Background: an optimization exercise with open tools, aiming at small area, a short achievable clock period and few clock cycles per item. Do not read the settings as production practice.

==> tundra: inputs <==
// idct_top
module idct_top (
	input logic Clock,
	input logic Resetn,
	input logic start,
	input logic coef_we,
	input logic [5:0] coef_addr,
	input logic [15:0] coef_data_in,
	output logic pixel_valid,
	output logic [5:0] pixel_index,
	output logic [7:0] pixel_value,
	output logic busy,
	output logic done
);
Settings: LEC_CHECK=0, CAP_MARGIN=20, CORE_MARGIN=2, CORE_UTILIZATION=40, CTS_CLUSTER_DIAMETER=150, CTS_CLUSTER_SIZE=20, SLEW_MARGIN=20; clock period 11.0 ns.
standard.sh (not shown) runs the stock make flow with config.mk's settings and CLKGATE_MAP_FILE= SYNTH_SCRIPT=/design/flow/synth_recipe.tcl, a recipe that flattens the netlist after the stock synthesis.
==> flow/flow/run.sh <==
#!/bin/bash
# Standard synthesis; then the inverters that synthesis leaves between full
# adders are removed (flow/fixinv.py flips adders, a full adder being
# self-dual); then the standard layout, with timing repair aimed at
# flow/margin.txt ns of setup slack.
set -euo pipefail
MARGIN=$(cat flow/margin.txt)
R=orfs/results/${FLOW_PLATFORM}/idct_top/base
bash standard.sh synth > synth.log 2>&1
python3 flow/fixinv.py $R/1_2_yosys.v $R/1_2_yosys_fixinv.v > fixinv.log 2>&1
cp $R/1_2_yosys.v $R/1_2_yosys_orig.v
cp $R/1_2_yosys_fixinv.v $R/1_2_yosys.v
rm -f $R/1_synth.odb $R/1_synth.sdc
bash standard.sh SETUP_SLACK_MARGIN=$MARGIN MATCH_CELL_FOOTPRINT=0 finish > layout.log 2>&1
==> flow/flow/margin.txt <==
7.3
Other scripts of this flow, unchanged in this note and not shown: flow/flow/fixinv.py
==> inputs of maple, as changes to tundra <==
==> flow/flow/margin.txt (replaced) <==
7.5
==> inputs of pepper, as changes to tundra <==
--- a/flow/design.v
+++ b/flow/design.v
@@ -87,16 +87,17 @@
 endpackage
 `timescale 1ns/1ps
 module idct_coef_ring (
 	input logic Clock,
 	input logic wr_en,
 	input logic [2:0] wr_pos,
 	input logic [2:0] wr_slot,
 	input logic [15:0] wr_data,
+	input logic wr_inv,
 	output logic [127:0] head,
 	output logic [127:0] next_head
 );
 	logic [1023:0] ring;
 	logic [1023:0] shifted;
 	logic [127:0] wrapped;
 	logic [1023:0] pol;
 	logic [1023:0] ring_true;
@@ -116,17 +117,17 @@
 	assign wrapped[1*16 +: 16] = ~ring_true[5*16 +: 16];
 	assign wrapped[2*16 +: 16] = ~ring_true[6*16 +: 16];
 	assign wrapped[5*16 +: 16] = ~ring_true[7*16 +: 16];
 	assign shifted = {wrapped, ring_true[1023:128]};
 	always_ff @(posedge Clock) begin
 		for (int p = 0; p < 8; p++) begin
 			for (int s = 0; s < 8; s++) begin
 				if (wr_en && (wr_pos == 3'(p)) && (wr_slot == 3'(s))) begin
-					ring[p*128 + s*16 +: 16] <= wr_data ^ {16{p[0]}};
+					ring[p*128 + s*16 +: 16] <= wr_data ^ {16{wr_inv ^ p[0]}};
 				end else begin
 					ring[p*128 + s*16 +: 16] <= shifted[p*128 + s*16 +: 16] ^ {16{p[0]}};
 				end
 			end
 		end
 	end
 endmodule
 `timescale 1ns/1ps
@@ -139,16 +140,17 @@
 	input logic start,
 	input logic coef_we,
 	input logic [5:0] coef_addr,
 	input logic [15:0] coef_data_in,
 	output logic ring_we,
 	output logic [2:0] ring_pos,
 	output logic [2:0] ring_slot,
 	output logic [15:0] ring_data,
+	output logic ring_inv,
 	output logic [5:0] tau,
 	output logic hold_load,
 	output logic [2:0] col_step,
 	output logic pixel_valid,
 	output logic [5:0] pixel_index,
 	output logic busy,
 	output logic done
 );
@@ -176,17 +178,18 @@
 	end
 	assign q1 = tau2[2:0];
 	assign wu = coef_addr[5:3];
 	assign wn = tau2[5:3] + {2'b00, (wu < q1)};
 	assign wmap = idct_pkg::wr_map(wn, coef_addr[2:0]);
 	always_ff @(posedge Clock) begin
 		ring_pos <= wu - q1;
 		ring_slot <= wmap[2:0];
-		ring_data <= coef_data_in ^ {16{wmap[3]}};
+		ring_data <= coef_data_in;
+		ring_inv <= wmap[3];
 	end
 	assign tau1 = tau + 6'd1;
 	assign busy_i = waiting || run;
 	assign hold_load = (tau[2:0] == 3'(7 + ROW_LAT));
 	assign col_step = tau[2:0] - 3'(ROW_LAT);
 	assign tau_pix = tau1 - 6'(DLY);
 	always_comb begin
 		waiting_n = waiting;
@@ -3521,16 +3524,17 @@
 	output logic done
 );
 	localparam int ROW_LAT = idct_pkg::ROW_LAT;
 	localparam int COL_LAT = idct_pkg::COL_LAT;
 	logic ring_we;
 	logic [2:0] ring_pos;
 	logic [2:0] ring_slot;
 	logic [15:0] ring_data;
+	logic ring_inv;
 	logic [5:0] tau;
 	logic hold_load;
 	logic [2:0] col_step;
 	logic [127:0] head;
 	logic [127:0] next_head;
 	logic [16:0] y04;
 	logic signed [21:0] t;
 	logic signed [21:0] sr [7];
@@ -3542,35 +3546,37 @@
 		.start(start),
 		.coef_we(coef_we),
 		.coef_addr(coef_addr),
 		.coef_data_in(coef_data_in),
 		.ring_we(ring_we),
 		.ring_pos(ring_pos),
 		.ring_slot(ring_slot),
 		.ring_data(ring_data),
+		.ring_inv(ring_inv),
 		.tau(tau),
 		.hold_load(hold_load),
 		.col_step(col_step),
 		.pixel_valid(pixel_valid),
 		.pixel_index(pixel_index),
 		.busy(busy),
 		.done(done)
 	);
 	idct_coef_ring i_ring (
 		.Clock(Clock),
 		.wr_en(ring_we),
 		.wr_pos(ring_pos),
 		.wr_slot(ring_slot),
 		.wr_data(ring_data),
+		.wr_inv(ring_inv),
 		.head(head),
 		.next_head(next_head)
 	);
 	always_ff @(posedge Clock) begin
-		y04 <= 17'($signed(next_head[15:0])) + 17'($signed(next_head[79:64]));
+		y04 <= {next_head[15], next_head[15:0]} + {next_head[79], next_head[79:64]};
 	end
 	idct_rowdot i_row (
 		.Clock(Clock),
 		.m(tau[5:3]),
 		.row(head),
 		.y04(y04),
 		.t(t)
 	);
==> flow/flow/margin.txt (replaced) <==
7.8
==> summary of the runs <==
- Flip-flop and latch count is the same in maple and tundra.
- Register-to-register slack, lowest first: pepper, tundra, maple.
- Against tundra, the hold slack of pepper is worse by 0.0057 ns.
- In tundra the sequential share of layout area is higher than in maple, by 0.21 points.
Function was not checked in any run of this note: the RTL went through the layout flow alone.

static timing again, ports no longer ideal:
How much do the figures lean on ideal ports? The routed layouts below were timed once more, with nothing changed but the port constraints. Step 1: set_driving_cell puts a clkbuf_16 on Clock and a buf_2 on each other input, an assumption about the parent block. Step 2 adds t to the input delays and takes it off the output delays; t is the mean of the earliest and latest rising clock arrival at the registers after step 1. Input paths then give back, and output paths get back, about the clock's delay inside the block. Three values: ideal ports, drivers, drivers and shift; two values: the first two.
| run | shift t [ns] | slack for setup (ns) | worst setup path at the end | slew at the worst register clock pin (ns) | worst data-port slew with drivers (ns) |
|---|---|---|---|---|---|
| tundra | 0.829 | 7.284 / 7.324 / 6.495 | input to register | 0.09 / 0.09 | 0.05 |
| maple | 0.837 | 7.367 / 7.367 / 6.605 | input to register | 0.09 / 0.09 | 0.05 |
| pepper | 0.838 | 7.309 / 7.309 / 7.039 | input to register | 0.10 / 0.10 | 0.05 |
After both steps setup and hold are still met in every run listed. The setup slack of tundra, which loses most, moves by +0.040 ns with the drivers and by -0.789 ns with both steps.
